What follows belongs to an exercise in optimizing a design on an open flow for small area and a short achievable clock period; a production flow would make more cautious choices.
Function was not checked in any run shown here: the RTL went through the layout flow alone.
Power and IR drop assume default switching activity.

==> design.v <==
`timescale 1ns/1ns
`default_nettype none
package cray_pkg;
   localparam logic [6:0]  VL_RESET    = 7'd64;
   localparam logic [17:0] LIMIT_RESET = 18'h3FFFF;
endpackage
`default_nettype wire
`timescale 1ns/1ns
`default_nettype none
module cray_core_top
(
   input  wire          clk,
   input  wire          rst,
   input  wire  [15:0]  i_nip_nxt,
   input  wire  [63:0]  i_word_nxt,
   input  wire          i_nip_vld,
   output logic [23:0]  o_p_addr,
   output logic         o_clear_ibufs,
   output logic         o_mem_ce,
   output logic [63:0]  o_data_to_mem,
   output logic         o_mem_wr_en
);
   logic s_exec, s_clr, s_fetch, s_wait, s_store, s_load, s_done;
   logic [3:0]  cnt;
   logic [3:0]  cnt_nxt;
   logic        last;
   logic        ctx_rst;
   logic [7:0]  active_xa;
   logic [7:0]  xa;
   logic [6:0]  vl;
   logic [17:0] base_addr;
   logic [17:0] limit_addr;
   logic [23:0] p_addr;
   logic [23:0] a_rf [8];
   logic [15:0] nip, cip;
   logic        nip_vld, cip_vld, lip_vld;
   logic [6:0]  op;
   logic        exch_req, shift, two_parcel_nip;
   logic        a_wr, wr_en, set_vl;
   logic [23:0] aj, ak, sum, result, wdata;
   logic        load_a;
   assign last    = &cnt;
   assign cnt_nxt = (s_store || s_load) ? cnt + 4'd1 : 4'd0;
   assign op             = cip[15:9];
   assign exch_req       = cip_vld && (op[6:3] == 4'd0) && (op[1:0] == 2'd0);
   assign shift          = s_exec && i_nip_vld && !exch_req;
   assign two_parcel_nip = nip_vld && (nip[15:9] == 7'o020);
   always_ff @(posedge clk)
   begin
      if (rst)
      begin
         s_exec  <= 1'b0;
         s_clr   <= 1'b1;
         s_fetch <= 1'b0;
         s_wait  <= 1'b0;
         s_store <= 1'b0;
         s_load  <= 1'b0;
         s_done  <= 1'b0;
         cnt     <= 4'd0;
      end
      else
      begin
         s_exec  <= (s_exec && !exch_req) || s_done;
         s_clr   <= s_exec && exch_req;
         s_fetch <= s_clr || (s_fetch && !i_nip_vld);
         s_wait  <= s_fetch && i_nip_vld;
         s_store <= s_wait || (s_store && !last);
         s_load  <= (s_store && last) || (s_load && !last);
         s_done  <= s_load && last;
         cnt     <= cnt_nxt;
      end
   end
   always_ff @(posedge clk)
   begin
      if (rst)
         ctx_rst <= 1'b1;
      else if (s_done)
         ctx_rst <= 1'b0;
   end
   always_ff @(posedge clk)
   begin
      if (rst)
         active_xa <= 8'd0;
      else if (s_exec)
         active_xa <= xa;
   end
   always_ff @(posedge clk)
   begin
      if (s_clr || s_done)
      begin
         nip_vld <= 1'b0;
         cip_vld <= 1'b0;
         lip_vld <= 1'b0;
      end
      else if (shift)
      begin
         nip_vld <= !two_parcel_nip;
         cip_vld <= nip_vld;
         lip_vld <= two_parcel_nip;
      end
   end
   always_ff @(posedge clk)
   begin
      if (shift)
      begin
         nip <= i_nip_nxt;
         cip <= nip;
      end
      else if (s_wait || s_store)
         cip[5:3] <= cnt_nxt[2:0];
   end
   always_comb
   begin
      case (cip[5:3])
         3'd0:    aj = s_store ? a_rf[0] : 24'd0;    
         3'd1:    aj = a_rf[1];
         3'd2:    aj = a_rf[2];
         3'd3:    aj = a_rf[3];
         3'd4:    aj = a_rf[4];
         3'd5:    aj = a_rf[5];
         3'd6:    aj = a_rf[6];
         default: aj = a_rf[7];
      endcase
      case (cip[2:0])
         3'd0:    ak = 24'd0;
         3'd1:    ak = a_rf[1];
         3'd2:    ak = a_rf[2];
         3'd3:    ak = a_rf[3];
         3'd4:    ak = a_rf[4];
         3'd5:    ak = a_rf[5];
         3'd6:    ak = a_rf[6];
         default: ak = a_rf[7];
      endcase
   end
   always_comb
   begin
      case (op)
         7'o022, 7'o030, 7'o031: a_wr = 1'b1;
         7'o020:                 a_wr = lip_vld;
         default:                a_wr = 1'b0;
      endcase
   end
   assign wr_en  = shift && cip_vld && a_wr;
   assign set_vl = shift && cip_vld && (op == 7'o002);
   assign sum    = op[0] ? aj - ak : aj + ak;
   assign result = op[3] ? sum : op[1] ? {18'd0, cip[5:0]} : {2'd0, cip[5:0], nip};
   assign load_a = s_load && !cnt[3];
   assign wdata  = s_load ? i_word_nxt[23:0] : result;
   always_ff @(posedge clk)
   begin
      for (int n = 0; n < 8; n++)
         if ((load_a && cnt[2:0] == 3'(n)) || (wr_en && cip[8:6] == 3'(n)))
            a_rf[n] <= wdata;
   end
   always_ff @(posedge clk)
   begin
      if (shift)
         p_addr <= p_addr + 24'd1;
      else if (s_load && cnt == 4'd0)
         p_addr <= i_word_nxt[47:24];
   end
   always_ff @(posedge clk)
   begin
      if (s_load && cnt == 4'd1) base_addr  <= i_word_nxt[45:28];
      if (s_load && cnt == 4'd2) limit_addr <= i_word_nxt[45:28];
      if (s_load && cnt == 4'd3) xa         <= i_word_nxt[47:40];
      if (s_load && cnt == 4'd3)
         vl <= i_word_nxt[39:33];
      else if (set_vl)
         vl <= (cip[2:0] == 3'd0) ? 7'd1 : ak[6:0];    
   end
   logic [23:0] st_a;
   logic [23:0] st_hi;
   assign st_a = (cnt[3] || ctx_rst) ? 24'd0 : aj;
   always_comb
   begin
      st_hi = 24'd0;
      if (cnt[3:2] == 2'd0)
         case (cnt[1:0])
            2'd0: st_hi = ctx_rst ? 24'd0 : p_addr;
            2'd1: st_hi = ctx_rst ? 24'd0 : {2'd0, base_addr, 4'd0};
            2'd2: st_hi = {2'd0, ctx_rst ? cray_pkg::LIMIT_RESET : limit_addr, 4'd0};
            2'd3: st_hi = {active_xa, ctx_rst ? cray_pkg::VL_RESET : vl, 9'd0};
         endcase
   end
   assign o_p_addr      = s_exec ? p_addr : {10'd0, active_xa, cnt, 2'b00};
   assign o_clear_ibufs = s_clr || s_done;
   assign o_mem_ce      = s_store;
   assign o_mem_wr_en   = s_store;
   assign o_data_to_mem = {16'd0, st_hi, st_a};
endmodule
`default_nettype wire
==> run.sh <==
#!/bin/bash
# synth_recipe.tcl (not shown) runs the flow's synth.tcl, then flattens the netlist and writes it again
# the make line also repeats each setting of config.mk as NAME=value (left out here)
make -C /OpenROAD-flow-scripts/flow DESIGN_CONFIG=/design/flow/config.mk WORK_HOME=/design/flow/orfs CLKGATE_MAP_FILE= SYNTH_SCRIPT=/design/flow/synth_recipe.tcl finish
==> config.mk <==
export PLATFORM = sky130hd
export DESIGN_NAME = cray_core_top
export DESIGN_NICKNAME = cray_core_top
export VERILOG_FILES = /design/flow/design.v
export SDC_FILE = /design/flow/constraint.sdc
export NUM_CORES = 4
export LEC_CHECK = 0
export ABC_CLOCK_PERIOD_IN_PS = 2500
export CAP_MARGIN = 20
export CORE_MARGIN = 2
export CORE_UTILIZATION = 40
export SETUP_SLACK_MARGIN = 3.0
export SLEW_MARGIN = 20
==> constraint.sdc <==
create_clock -name core_clock -period 6.0 [get_ports {clk}]
set_input_delay 1.2000 -clock core_clock [delete_from_list [all_inputs] [get_ports {clk}]]
set_output_delay 1.2000 -clock core_clock [all_outputs]
set_load 0.01 [all_outputs]
==> run notes, run 1 <==
Status -> finished clean
Total grt overflow -> 0
Final setup violation count -> 0
Fmax -> 205 MHz
Final nets -> 2057
Final worst path period share -> 81.5%
Clock sinks -> 322
Rows -> 75
H-tree depth -> 2
Switch Pwr -> 1.19 mW
Synthesized flop and latch total -> 322
Average size of a mapped cell -> 11.3 um^2
Remaining antenna violation count after routing -> 0
Initial antenna violation count -> 2
Slew HR -> 34.8%
Startpoint Class -> flip-flop
Clock-pin transition on the worst setup and hold timing paths -> 0.07 ns
Crit-path max FO -> 10
Synthesized area -> 17100 um^2
All-Layer GR Usage -> 28.2%
Top cell type's share of synthesized area -> 52.6%
Worst setup EP type -> flip-flop
Die outline width -> 211 um
Commonest cells in the netlist -> edfxtp_1, nand2_1, a21oi_1
Register share of total power -> 46.9%
Vias -> 15400
Largest net degree at the start of global routing -> 57
Maximum vdd drop -> 0.000240 V
Fin area -> 25200 um^2
Worst EP required -> 6.26 ns
Combinational Power Share -> 9.6%
Number of synthesized flops with an enable pin -> 299
RSZ-0062 raised after global routing -> true
Post-synth top flop -> edfxtp_1
Maxcap violations -> 0
CTS tree -> built
WL per Instance -> 26.2 um
Leakage -> 9.63 nW
Core Footprint -> 42000 um^2
Area contributors post-synth -> edfxtp_1, a21oi_1, nand2_1
Count leader, synth -> edfxtp_1
Path type of the worst min-delay path -> reg -> reg
Synth unique cells -> 79
Internal -> 4.04 mW
Synthesis Warnings -> 2
Asr flop ratio synth -> 0%
# IOs -> 174
Layout cells sized above 1 -> 40.9%
Hold_ws -> 0.443 ns
Pwr dens -> 207 nW/um^2
I/O Buffers -> 141
Vias in the first global route -> 14900
CTS Buf Count -> 37
Slew Viols, Final -> 0
Root buf cell -> clkbuf_16
Placed Area -> 19500 um^2
Tmin final -> 4.89 ns
Switching share of total power -> 22.7%
Hold_buf cts -> 0
Hold Vio Cnt, Final -> 0
Syn-to-layout area delta -> 47.8%
Synth Instances -> 1515
Dpl hpwl -> 37900 um
Total wire length -> 65700 um
Worst EP arrival -> 5.15 ns
Clk Latency, worst-skew pair -> 0.55 ns
Max Root-Sink Buffers -> 3
Setup TNS -> 0 ns
Synth area leader -> edfxtp_1
DRC violations left -> 0
Gpl congestion -> 0.945
Die Area -> 44400 um^2
Routed vias/inst -> 6.14
Final core utilization -> 60.1%
Register area share after synthesis -> 55.3%
Clock Power Share -> 43.5%
WS Path Type -> reg -> reg
Starting Density -> 40.6%
Overall power -> 5.24 mW
Die H -> 211 um
Global-route wire length before repair -> 93000 um
First-pass detailed-route iteration total -> 6
Worst Max-Slew Pin Slew -> 0.978 ns
Layout Skew -> 0.0291 ns
Drt initial violations -> 1685
==> power groups by stage <==
stage / combinational [mW] / sequential, mW / clock, mW
final: 0.503 / 2.45 / 2.28
after CTS: 0.425 / 2.45 / 2.29
after global routing: 0.525 / 2.45 / 2.39
after detailed placement: 0.305 / 2.51 / 0
after global placement: 0.302 / 2.51 / 0
after floorplan: 0.182 / 2.50 / 0
==> state kept, by name, summed over array words and instances (netlist names), named ones only <==
| register | flops |
|---|---|
| lip_vld | 1 |
| s_exec | 1 |
| s_fetch | 1 |
| base_addr | 18 |
| nip_vld | 1 |
| nip | 16 |
| active_xa | 8 |
| cip | 16 |
| cip_vld | 1 |
| a_rf | 192 |
| s_store | 1 |
| vl | 7 |
| s_done | 1 |
| cnt | 4 |
| s_clr | 1 |
| p_addr | 24 |
| limit_addr | 18 |
| xa | 8 |
| s_wait | 1 |
| ctx_rst | 1 |
==> routing by layer <==
metal	track usage, %	part of all wire, %	vias to the layer above	wire (um)
met3	4.27	9.1	235	5990
met5	0	0	-	0
met4	14.1	5.7	0	3720
met1	37.6	39	7664	25400
met2	44.9	46	914	30500
li1	-	-	6588	-
==> worst max-delay path: stages, from the launching register on <==
cell and delay (ns):
edfxtp_1 0.52, buf_4 0.30, nor2b_1 0.22, buf_4 0.24, a221oi_2 0.11, or3_4 0.43, nor4b_4 0.21, buf_4 0.17
a21oi_2 0.07, xor2_1 0.16, ha_1 0.32, a21o_1 0.22, a21o_1 0.17, a21o_1 0.18, a41oi_2 0.23, buf_4 0.16
a21oi_4 0.05, o2111ai_2 0.11, nand2_1 0.09, xor2_1 0.16, a221o_2 0.45
==> stage by stage <==
step | worst slack [ns] | cells
2_1_floorplan | 1.61 | 1530
3_3_place_gp | 0.676 | 2159
3_5_place_dp | 0.679 | 2159
4_1_cts | 1.31 | 2435
5_1_grt | 0.971 | 2510
6_report | 1.11 | 2510
==> cell families (layout without fill, tap and decap cells) <==
group	after synthesis	in the layout	share of synthesized area, %
AOI/OAI and AO/OA	429	429	16.8
and+or+nand+nor	424	424	12.1
DFF	322	322	55.3
buffers and inverters	149	588	4.17
muxes	93	93	5.95
xor gates and xnor gates	64	64	3.28
adders and majority gates	33	33	2.46
other	1	18	0.0220
==> cell usage in the layout (no fill, tap or decap), types with 23 or more instances in the layout <==
master,n
a221oi_2,27
clkbuf_16,42
buf_6,104
clkdlybuf4s50_1,69
a21oi_1,53
o21ai_0,69
a22oi_1,24
mux2i_1,49
edfxtp_1,299
buf_12,26
nor2_1,80
a21oi_2,49
inv_1,23
mux2_2,33
buf_4,209
nand2_1,139
buf_2,36
xor2_1,34
==> path summary, 6_finish.rpt <==
| kind | startpoint | end | slack (ns) | cells after the start |
|---|---|---|---|---|
| setup / recovery | cip[2] | a_rf[0][20] | 1.11 | 20 |
| hold / removal | nip_vld | cip_vld | 0.44 | 2 |
| setup reg to reg | cip[2] | a_rf[0][20] | 1.11 | 20 |
| hold reg to reg | nip_vld | cip_vld | 0.44 | 2 |
==> layout make-up <==
type / count / area (um^2)
multi-input combinational: 1059 / 8880
tap: 539 / 674
inverter: 30 / 128
sequential: 322 / 9460
fill: 3262 / 16800
clock inverter: 17 / 158
antenna: 2 / 5.00
timing repair buffer: 491 / 4870
clock buffer: 50 / 1070
==> what timing repair did <==
action,4_1_cts,5_1_grt
cloned,11,2
gates resized for setup,526,208
setup buffers,198,71
endpoints found under the setup margin,397,425
pin swaps,146,102
==> inputs of run 2 (changes only) <==
--- a/config.mk
+++ b/config.mk
@@ -6,8 +6,6 @@
 export NUM_CORES = 4
 export LEC_CHECK = 0
-export ABC_CLOCK_PERIOD_IN_PS = 2500
 export CAP_MARGIN = 20
 export CORE_MARGIN = 2
 export CORE_UTILIZATION = 40
-export SETUP_SLACK_MARGIN = 3.0
 export SLEW_MARGIN = 20
==> run notes, run 2 <==
Register area share after synthesis -> 55.3%
Path type of the worst min-delay path -> reg -> reg
CTS Buf Count -> 38
Total grt overflow -> 0
Most frequent cells in the layout -> edfxtp_1, nand2_1, clkdlybuf4s50_1, a21oi_1, nor2_1
Die H -> 211 um
Largest register FFs -> 192
WL per Instance -> 24.4 um
Final worst path period share -> 94.7%
Total wire length -> 55100 um
Synthesis Warnings -> 2
Starting Density -> 40.6%
First-pass detailed-route iteration total -> 5
Status -> finished clean
Worst setup EP type -> flip-flop
Die Area -> 44400 um^2
Final core utilization -> 49.2%
Crit-path max FO -> 13
Slowest cell on the critical path -> edfxtp_1
Worst Max-Slew Pin Slew -> 1.06 ns
Fmax -> 176 MHz
Commonest non-fill, non-tap cell in the layout -> edfxtp_1
Maxcap violations -> 0
Crit path buffers/inverters -> 4
RSZ-0062 raised after global routing -> false
Synth Instances -> 1515
Average size of a mapped cell -> 11.3 um^2
Remaining antenna violation count after routing -> 0
Fin area -> 20700 um^2
# IOs -> 174
Biggest register -> a_rf
Dpl cells -> 2186
Rows -> 75
Synthesized area -> 17100 um^2
Leakage -> 7.30 nW
Vias -> 13400
I/O Buffers -> 141
Clk Latency, worst-skew pair -> 0.58 ns
Startpoint Class -> flip-flop
Initial antenna violation count -> 0
Setup TNS -> 0 ns
Setup Buffers After CTS -> 0
Dpl hpwl -> 37400 um
Gpl congestion -> 0.908
Pwr dens -> 243 nW/um^2
Top cell type's share of synthesized area -> 52.6%
Commonest cells in the netlist -> edfxtp_1, nand2_1, a21oi_1
Layout Cells excl Fill -> 2258
Max Root-Sink Buffers -> 3
Post-synth top flop -> edfxtp_1
Die outline width -> 211 um
Drt initial violations -> 1304
Layout cells sized above 1 -> 12.8%
Asr flop ratio synth -> 0%
Global-route wire length before repair -> 81100 um
WS Path Type -> reg -> reg
Crit-path leading delay family -> compound AO/OA/AOI/OAI gates
Top flop regs -> a_rf x192, p_addr x24
Core Footprint -> 42000 um^2
Vias in the first global route -> 12900
H-tree depth -> 2
Hold Vio Cnt, Final -> 0
Final setup violation count -> 0
# fillers -> 3779
Root buf cell -> clkbuf_16
CTS tree -> built
Routed vias/inst -> 5.91
Synth unique cells -> 79
Synth area leader -> edfxtp_1
Slew HR -> 28.7%
Final nets -> 1804
CP max stage delay -> 0.74 ns
Worst path most repeated cell -> a21o_1
Largest net degree at the start of global routing -> 62
CTS resizes -> 0
Synthesized flop and latch total -> 322
Overall power -> 5.03 mW
Clock-pin transition on the worst setup and hold timing paths -> 0.06 ns
Clock sinks -> 322
Number of synthesized flops with an enable pin -> 299
Area contributors post-synth -> edfxtp_1, a21oi_1, nand2_1
Worst EP arrival -> 6.01 ns
Slew Viols, Final -> 0
Tmin final -> 5.68 ns
Count leader, synth -> edfxtp_1
Placed Area -> 19500 um^2
Worst EP required -> 6.32 ns
All-Layer GR Usage -> 24.6%
DRC violations left -> 0
Maximum vdd drop -> 0.000203 V
Hold_buf cts -> 0
Layout Skew -> 0.0376 ns
Worst-path cell chain -> mux2_2 -> a221oi_1 -> a221oi_1 -> buf_4 -> inv_1 -> ha_1 -> inv_1 -> nor4_2 -> buf_4 -> a31oi_1 -> a21oi_1 -> xor2_1 -> ha_1 -> a21o_1 -> a21o_1 -> a21o_1 -> a211oi_1 -> a31oi_1 -> o21ai_0 -> a21oi_1 -> or4_1 -> nand3_1
Syn-to-layout area delta -> 21.1%
## run 2: cell counts after synthesis
No cell type changed its count.
## run 2: final timing paths
check | end | slack [ns] | start | cells past startpoint
setup / recovery | a_rf[0][23] | 0.32 | cip[1] | 22
hold reg to reg | s_fetch | 0.44 | s_clr | 2
hold / removal | s_fetch | 0.44 | s_clr | 2
setup reg to reg | a_rf[0][23] | 0.32 | cip[1] | 22
## run 2: worst reg2reg max path: stages (launching register included)
cell	delay, ns
edfxtp_1	0.74
mux2_2	0.41
a221oi_1	0.28
a221oi_1	0.09
buf_4	0.18
inv_1	0.07
ha_1	0.29
inv_1	0.10
nor4_2	0.28
buf_4	0.17
a31oi_1	0.10
a21oi_1	0.22
xor2_1	0.18
ha_1	0.26
a21o_1	0.16
a21o_1	0.17
a21o_1	0.20
a211oi_1	0.28
a31oi_1	0.16
o21ai_0	0.27
a21oi_1	0.13
or4_1	0.40
nand3_1	0.30
## run 2: cell families (layout without fill, tap and decap cells)
family,count (synthesis),in the layout,share of synthesized area (%)
AOI/OAI and AO/OA,429,429,16.8
xor gates and xnor gates,64,64,3.28
adders and majority gates,33,33,2.46
buffers and inverters,149,337,4.17
DFF,322,322,55.3
muxes,93,93,5.95
other,1,17,0.0220
and+or+nand+nor,424,424,12.1
## run 2: per-layer routing
layer / vias to the layer above / GRT usage, % / part of all wire, %
li1: 6043 / - / -
met1: 6593 / 34.0 / 43
met2: 602 / 38.2 / 46
met3: 112 / 4.43 / 8.1
met4: 0 / 10.2 / 3.5
met5: - / 0 / 0
## run 2: final cells by class
cell class,count,area [um^2],share of cell area (%)
diodes,1,2.50,0.0121
multi-input cells,1059,7070,34.2
clock buffers,54,1040,5.03
flip-flops and latches,322,9440,45.6
repair buffers,237,2170,10.5
clock inverters,16,174,0.841
well taps,539,674,3.26
inverters,30,113,0.544
## run 2: metrics by stage
step | hold slack [ns] | worst slack (ns)
CTS | 0.442 | 0.244
global placement | 0.444 | 0.418
floorplan | 0.422 | 1.13
finish | 0.437 | 0.319
global route | 0.489 | 0.0428
detailed placement | 0.442 | 0.271
## run 2: power by group
| group | internal (mW) | switching (mW) |
|---|---|---|
| Combinational | 0.133 | 0.172 |
| Sequential | 2.45 | 0.00575 |
| Clock | 1.31 | 0.952 |

-- afterwards: timing with drivers on the ports --
In the flow no input, the clock included, has a driving cell. The finished layouts below were timed again as built, in two steps.
Step 1: set_driving_cell puts a clkbuf_16 on clk and a buf_2 on each other input, an assumption about the parent block.
Step 2 also shifts input and output timing later by t, the mid clock arrival at the registers, as if the neighbouring blocks saw the same clock.
a / b / c = ideal ports / drivers / drivers and shift; a / b = the first two.
run | t (ns) | setup WS [ns] | hold WS [ns] | slew at the worst register clock pin (ns) | cell pins on the clock port's net
run 1 | 0.598 | 1.110 / 1.110 / 1.110 | 0.443 / 0.443 / 0.443 | 0.07 / 0.07 | 1
run 2 | 0.617 | 0.319 / 0.319 / 0.319 | 0.437 / 0.437 / 0.437 | 0.06 / 0.06 | 1
After both steps every run listed still meets setup and hold.
